Source: an optimization exercise on an open RTL-to-GDS flow (aim: small area, a short achievable clock period and few clock cycles per item). Production flows keep margins and buffers that such runs may drop. Where RTL was checked, it was by simulation tests only, not by an equivalence proof against the original.

// ldpc_decoder
module ldpc_decoder (
    input  logic clk,
    input  logic rst,
    input  logic in_valid,
    input  logic [ldpc_pkg::N_VAR*ldpc_pkg::LLR_W-1:0] in_llr,
    output logic in_credit,
    output logic out_valid,
    output logic [ldpc_pkg::N_VAR-1:0] out_bits,
    output logic [ldpc_pkg::ITER_W-1:0] out_iters,
    output logic out_ok,
    input  logic out_credit
);
Size: roughly 300 flip-flops, ~110 I/O pins, ~29,000 µm² of cells after synthesis.
clock: 14.0 ns
lec_check: 0
abc_area: 1
cap_margin: 20
core_margin: 2
core_utilization: 50
cts_buf_list: sky130_fd_sc_hd__clkbuf_8
cts_cluster_size: 30
place_density_lb_addon: 0.2
slew_margin: 20
run.sh (not shown) runs the stock make flow with config.mk's settings and CLKGATE_MAP_FILE= SYNTH_SCRIPT=/design/flow/synth_recipe.tcl, a recipe that flattens the netlist after the stock synthesis.
The baseline passed the timing, design-rule and antenna checks.
Testbench counts at the start, summed over its fixed seeds: cycles 3,199, items 1,200.
Rerun with:
==> flow/flow/run.sh (new file) <==
#!/bin/bash
# Standard layout, with repair_timing asked to leave extra setup slack
# (timing-driven sizing/buffering of the iteration loop). The clock period
# and constraints are the standard flow's own; only the repair effort changes.
export SETUP_SLACK_MARGIN=9.0
bash standard.sh > standard.log 2>&1
==> flow/standard.sh (new file) <==
#!/bin/bash
# synth_recipe.tcl (not shown) runs the flow's synth.tcl, then flattens the netlist and writes it again
# the make line also repeats each setting of config.mk as NAME=value (left out here)
make -C /OpenROAD-flow-scripts/flow DESIGN_CONFIG=/design/flow/config.mk WORK_HOME=/design/flow/orfs CLKGATE_MAP_FILE= SYNTH_SCRIPT=/design/flow/synth_recipe.tcl "${@:-finish}"
CORE_UTILIZATION = 40   (was 50)
PLACE_DENSITY_LB_ADDON = unset   (was 0.2)
removed: flow/run.sh
Outcome: Setup slack gains 1.1 ns; flip-flop and latch count does not change; cell area came out higher by 17%; global-route usage drops by 3.6 points; clock skew goes up by 0.0073 ns; non-clock buffer count climbs by 206; core utilization went down by 4.1 points; routed wire length increases by 15%; hold slack degrades by 0.034 ns; final cell count grows by 8.6%.

---

ldpc_decoder again, from the RTL that the note above started with.
make LEC_CHECK=0 ABC_AREA=1 CAP_MARGIN=0 CORE_MARGIN=2 CORE_UTILIZATION=40 CTS_BUF_LIST=sky130_fd_sc_hd__clkbuf_8 CTS_CLUSTER_SIZE=30 SLEW_MARGIN=0 finish   # period 14.0 ns
Stock flow here: none of the scripts above is used.
Testbench counts at the start, summed over its fixed seeds: cycles 3,199, items 1,200.
Then changed:
==> flow/flow/run.sh (new file) <==
#!/bin/bash
# Standard layout, with repair_timing asked to leave extra setup slack
# (timing-driven sizing/buffering of the iteration loop). The clock period
# and constraints are the standard flow's own; only the repair effort changes.
export SETUP_SLACK_MARGIN=8.75
bash standard.sh > standard.log 2>&1
==> flow/standard.sh (new file) <==
#!/bin/bash
# synth_recipe.tcl (not shown) runs the flow's synth.tcl, then flattens the netlist and writes it again
# the make line also repeats each setting of config.mk as NAME=value (left out here)
make -C /OpenROAD-flow-scripts/flow DESIGN_CONFIG=/design/flow/config.mk WORK_HOME=/design/flow/orfs CLKGATE_MAP_FILE= SYNTH_SCRIPT=/design/flow/synth_recipe.tcl "${@:-finish}"
--- a/flow/config.mk
+++ b/flow/config.mk
@@ -8,7 +8,8 @@
 export ABC_AREA = 1
-export CAP_MARGIN = 0
+export CAP_MARGIN = 20
 export CORE_MARGIN = 2
-export CORE_UTILIZATION = 40
+export CORE_UTILIZATION = 50
 export CTS_BUF_LIST = sky130_fd_sc_hd__clkbuf_8
 export CTS_CLUSTER_SIZE = 30
-export SLEW_MARGIN = 0
+export PLACE_DENSITY_LB_ADDON = 0.2
+export SLEW_MARGIN = 20
removed: flow/run.sh
What happened:
- sequential cell count does not change
- synthesized area stays the same
- wire length came out higher by a few percent
- worst setup slack gets better by 940 ps
- non-clock buffer count came out higher by 109
- synthesized cell count stays the same
- count of clock-buffer cells in the layout came out lower by 7
- clock skew came out lower by 8.0 ps
- sequential share of layout area came out lower by 1.3 points
Then changed:
==> flow/run.sh (new file) <==
#!/bin/bash
# synth_recipe.tcl (not shown) runs the flow's synth.tcl, then flattens the netlist and writes it again
# the make line also repeats each setting of config.mk as NAME=value (left out here)
make -C /OpenROAD-flow-scripts/flow DESIGN_CONFIG=/design/flow/config.mk WORK_HOME=/design/flow/orfs CLKGATE_MAP_FILE= SYNTH_SCRIPT=/design/flow/synth_recipe.tcl finish
--- a/flow/config.mk
+++ b/flow/config.mk
@@ -10,6 +10,5 @@
 export CORE_MARGIN = 2
-export CORE_UTILIZATION = 50
+export CORE_UTILIZATION = 40
 export CTS_BUF_LIST = sky130_fd_sc_hd__clkbuf_8
 export CTS_CLUSTER_SIZE = 30
-export PLACE_DENSITY_LB_ADDON = 0.2
 export SLEW_MARGIN = 20
removed: flow/flow/run.sh
removed: flow/standard.sh
The changed run completed with no timing, DRC or antenna violations.
Synthesized area stays the same.
Flip-flop and latch count stays the same.
Fmax shrinks by 16%.
Worst setup slack gets worse by 940 ps.
Clock skew grows by 8.0 ps.
Via count shrinks by 4.4%.
Then changed:
==> flow/flow/run.sh (new file) <==
#!/bin/bash
# Standard layout, with repair_timing asked to leave extra setup slack
# (timing-driven sizing/buffering of the iteration loop). The clock period
# and constraints are the standard flow's own; only the repair effort changes.
export SETUP_SLACK_MARGIN=8.0
bash standard.sh > standard.log 2>&1
==> flow/standard.sh (new file) <==
#!/bin/bash
# synth_recipe.tcl (not shown) runs the flow's synth.tcl, then flattens the netlist and writes it again
# the make line also repeats each setting of config.mk as NAME=value (left out here)
make -C /OpenROAD-flow-scripts/flow DESIGN_CONFIG=/design/flow/config.mk WORK_HOME=/design/flow/orfs CLKGATE_MAP_FILE= SYNTH_SCRIPT=/design/flow/synth_recipe.tcl "${@:-finish}"
removed: flow/run.sh
Result: The new run ran to the end with no violations. Core utilization rose by 0.17 points. Synthesized area stays the same. First-iteration DRC count rose by 8.8%. Die area stays the same. Final area rose by 0.38%. Synthesized cell count stays the same. Final cell count stays flat.

---

ldpc_decoder again, from the RTL that the note above started with.
Settings: LEC_CHECK=0, ABC_AREA=1, CAP_MARGIN=20, CORE_MARGIN=2, CORE_UTILIZATION=40, CTS_BUF_LIST=sky130_fd_sc_hd__clkbuf_8, CTS_CLUSTER_SIZE=30, SLEW_MARGIN=20; clock period 14.0 ns.
standard.sh (not shown) runs the stock make flow with config.mk's settings and CLKGATE_MAP_FILE= SYNTH_SCRIPT=/design/flow/synth_recipe.tcl, a recipe that flattens the netlist after the stock synthesis.
==> flow/flow/run.sh <==
#!/bin/bash
# Standard layout, with repair_timing asked to leave extra setup slack
# (timing-driven sizing/buffering of the iteration loop). The clock period
# and constraints are the standard flow's own; only the repair effort changes.
export SETUP_SLACK_MARGIN=8.5
bash standard.sh > standard.log 2>&1
Testbench counts at the start, summed over its fixed seeds: cycles 3,199, items 1,200.
Next try:
--- a/flow/flow/run.sh
+++ b/flow/flow/run.sh
@@ -4,3 +4,3 @@
 # and constraints are the standard flow's own; only the repair effort changes.
-export SETUP_SLACK_MARGIN=8.5
+export SETUP_SLACK_MARGIN=9.5
 bash standard.sh > standard.log 2>&1
Effect:
- The new run finished clean
- routed wire length rose by 25%
- die area does not change
- via count rose by 15%
- core utilization rose by 14 points
- cell area rose by 31%
- worst setup slack improved by 0.25 ns
- global-route usage rose by 3.2 points
- synthesized cell count stays the same
- count of clock-buffer cells in the layout fell by 6
- first-iteration DRC count rose by 20%
Next try:
==> flow/run.sh (new file) <==
#!/bin/bash
# synth_recipe.tcl (not shown) runs the flow's synth.tcl, then flattens the netlist and writes it again
# the make line also repeats each setting of config.mk as NAME=value (left out here)
make -C /OpenROAD-flow-scripts/flow DESIGN_CONFIG=/design/flow/config.mk WORK_HOME=/design/flow/orfs CLKGATE_MAP_FILE= SYNTH_SCRIPT=/design/flow/synth_recipe.tcl finish
CTS_BUF_LIST = default   (was sky130_fd_sc_hd__clkbuf_8)
CTS_CLUSTER_SIZE = default   (was 30)
removed: flow/flow/run.sh
removed: flow/standard.sh
=>
- setup slack gets worse by 1.0 ns
- hold slack improved by 0.0069 ns
- cell count fell by 10%
- cell area came out lower by 26%
- sequential cell count does not change
- wire length came out lower by about 23%
- utilization goes down by 16 points
- synthesized cell count is unchanged

---

indigo:
ldpc_decoder, a different RTL version from the one above (not shown whole).
For scale: roughly 4000 cells after synthesis, ~330 flip-flops, roughly 110 I/O pins, about 31000 um^2 of cells after synthesis.
==> flow/config.mk <==
export PLATFORM = sky130hd
export DESIGN_NAME = ldpc_decoder
export DESIGN_NICKNAME = ldpc_decoder
export VERILOG_FILES = /design/flow/design.v
export SDC_FILE = /design/flow/constraint.sdc
export NUM_CORES = 4
export LEC_CHECK = 0
export ABC_AREA = 1
export CAP_MARGIN = 20
export CORE_MARGIN = 2
export CORE_UTILIZATION = 40
export CTS_BUF_LIST = sky130_fd_sc_hd__clkbuf_8
export CTS_CLUSTER_SIZE = 30
export SLEW_MARGIN = 20
==> flow/constraint.sdc <==
create_clock -name core_clock -period 14.0 [get_ports {clk}]
set_input_delay 2.8000 -clock core_clock [delete_from_list [all_inputs] [get_ports {clk}]]
set_output_delay 2.8000 -clock core_clock [all_outputs]
set_load 0.01 [all_outputs]
==> flow/flow/run.sh <==
#!/bin/bash
# Standard layout, with repair_timing asked to leave extra setup slack
# (timing-driven sizing/buffering of the iteration loop). The clock period
# and constraints are the standard flow's own; only the repair effort changes.
export SETUP_SLACK_MARGIN=8.5
bash standard.sh > standard.log 2>&1
The following lists how quartz was set up differently from indigo:
# indigo
export LEC_CHECK = 0
export ABC_AREA = 1
export CAP_MARGIN = 20
export CORE_MARGIN = 2
export CORE_UTILIZATION = 40
export CTS_BUF_LIST = sky130_fd_sc_hd__clkbuf_8
export CTS_CLUSTER_SIZE = 30
export SLEW_MARGIN = 20
create_clock -name core_clock -period 14.0 [get_ports {clk}]
# quartz
export LEC_CHECK = 0
export ABC_AREA = 1
export CAP_MARGIN = 20
export CORE_MARGIN = 2
export CORE_UTILIZATION = 40
export SLEW_MARGIN = 20
create_clock -name core_clock -period 14.0 [get_ports {clk}]
==> flow/run.sh (new file) <==
#!/bin/bash
# synth_recipe.tcl (not shown) runs the flow's synth.tcl, then flattens the netlist and writes it again
# the make line also repeats each setting of config.mk as NAME=value (left out here)
make -C /OpenROAD-flow-scripts/flow DESIGN_CONFIG=/design/flow/config.mk WORK_HOME=/design/flow/orfs CLKGATE_MAP_FILE= SYNTH_SCRIPT=/design/flow/synth_recipe.tcl finish
removed: flow/flow/run.sh
removed: flow/standard.sh
[summary]
Looking at indigo and quartz, the global-route usage is a wash.
u_cnu_bank.ix_q[7][1] as the start point of the critical path was reported by quartz, and u_cnu_bank.ix_q[0][1] by indigo.
quartz against indigo: cell area decreased 1600 um^2; met3 routed wirelength increased 130 um; clock network latency to the later pin of the worst-skew pair decreased 0.09 ns.
Function was not checked in any run of this note: the RTL went through the layout flow alone.

## re-timing with driven ports
The results above use ideal ports. As a check the final layouts listed here were re-extracted and re-timed, cells and wires unchanged. Step 1, drivers: a clkbuf_16 drives clk and a buf_2 each remaining input, both assumed. Step 2 moves the port delays by t, midway between the first and last clock arrival at a register: inputs arrive t later, outputs are due t later. That takes back most of the time a late clock gives input paths. Slacks: no drivers / after step 1 / after step 2; pairs: no drivers / after step 1.
run | t, ns | slack for setup (ns) | worst slew at a driven data input, ns
the first run of note 1 | 0.697 | 8.040 / 8.040 / 8.040 | 0.07
the second run of note 1 | 0.732 | 9.119 / 9.119 / 9.119 | 0.06
the first run of note 2 | 0.711 | 8.011 / 8.011 / 8.011 | 0.06
the second run of note 2 | 0.714 | 8.947 / 8.947 / 8.947 | 0.07
the third run of note 2 | 0.711 | 8.011 / 8.011 / 8.011 | 0.06
the fourth run of note 2 | 0.728 | 8.407 / 8.407 / 8.407 | 0.05
the first run of note 3 | 0.733 | 8.788 / 8.788 / 8.788 | 0.05
the second run of note 3 | 0.758 | 9.034 / 9.034 / 9.034 | 0.06
the third run of note 3 | 0.623 | 7.994 / 7.994 / 7.994 | 0.06
indigo | 0.717 | 8.728 / 8.728 / 8.311 | 0.11
quartz | 0.631 | 7.826 / 7.826 / 7.826 | 0.09
After both steps setup and hold are still met in every run listed. For indigo, which loses most, drivers alone change the setup slack by 0.000 ns; drivers and shift together by -0.417 ns.
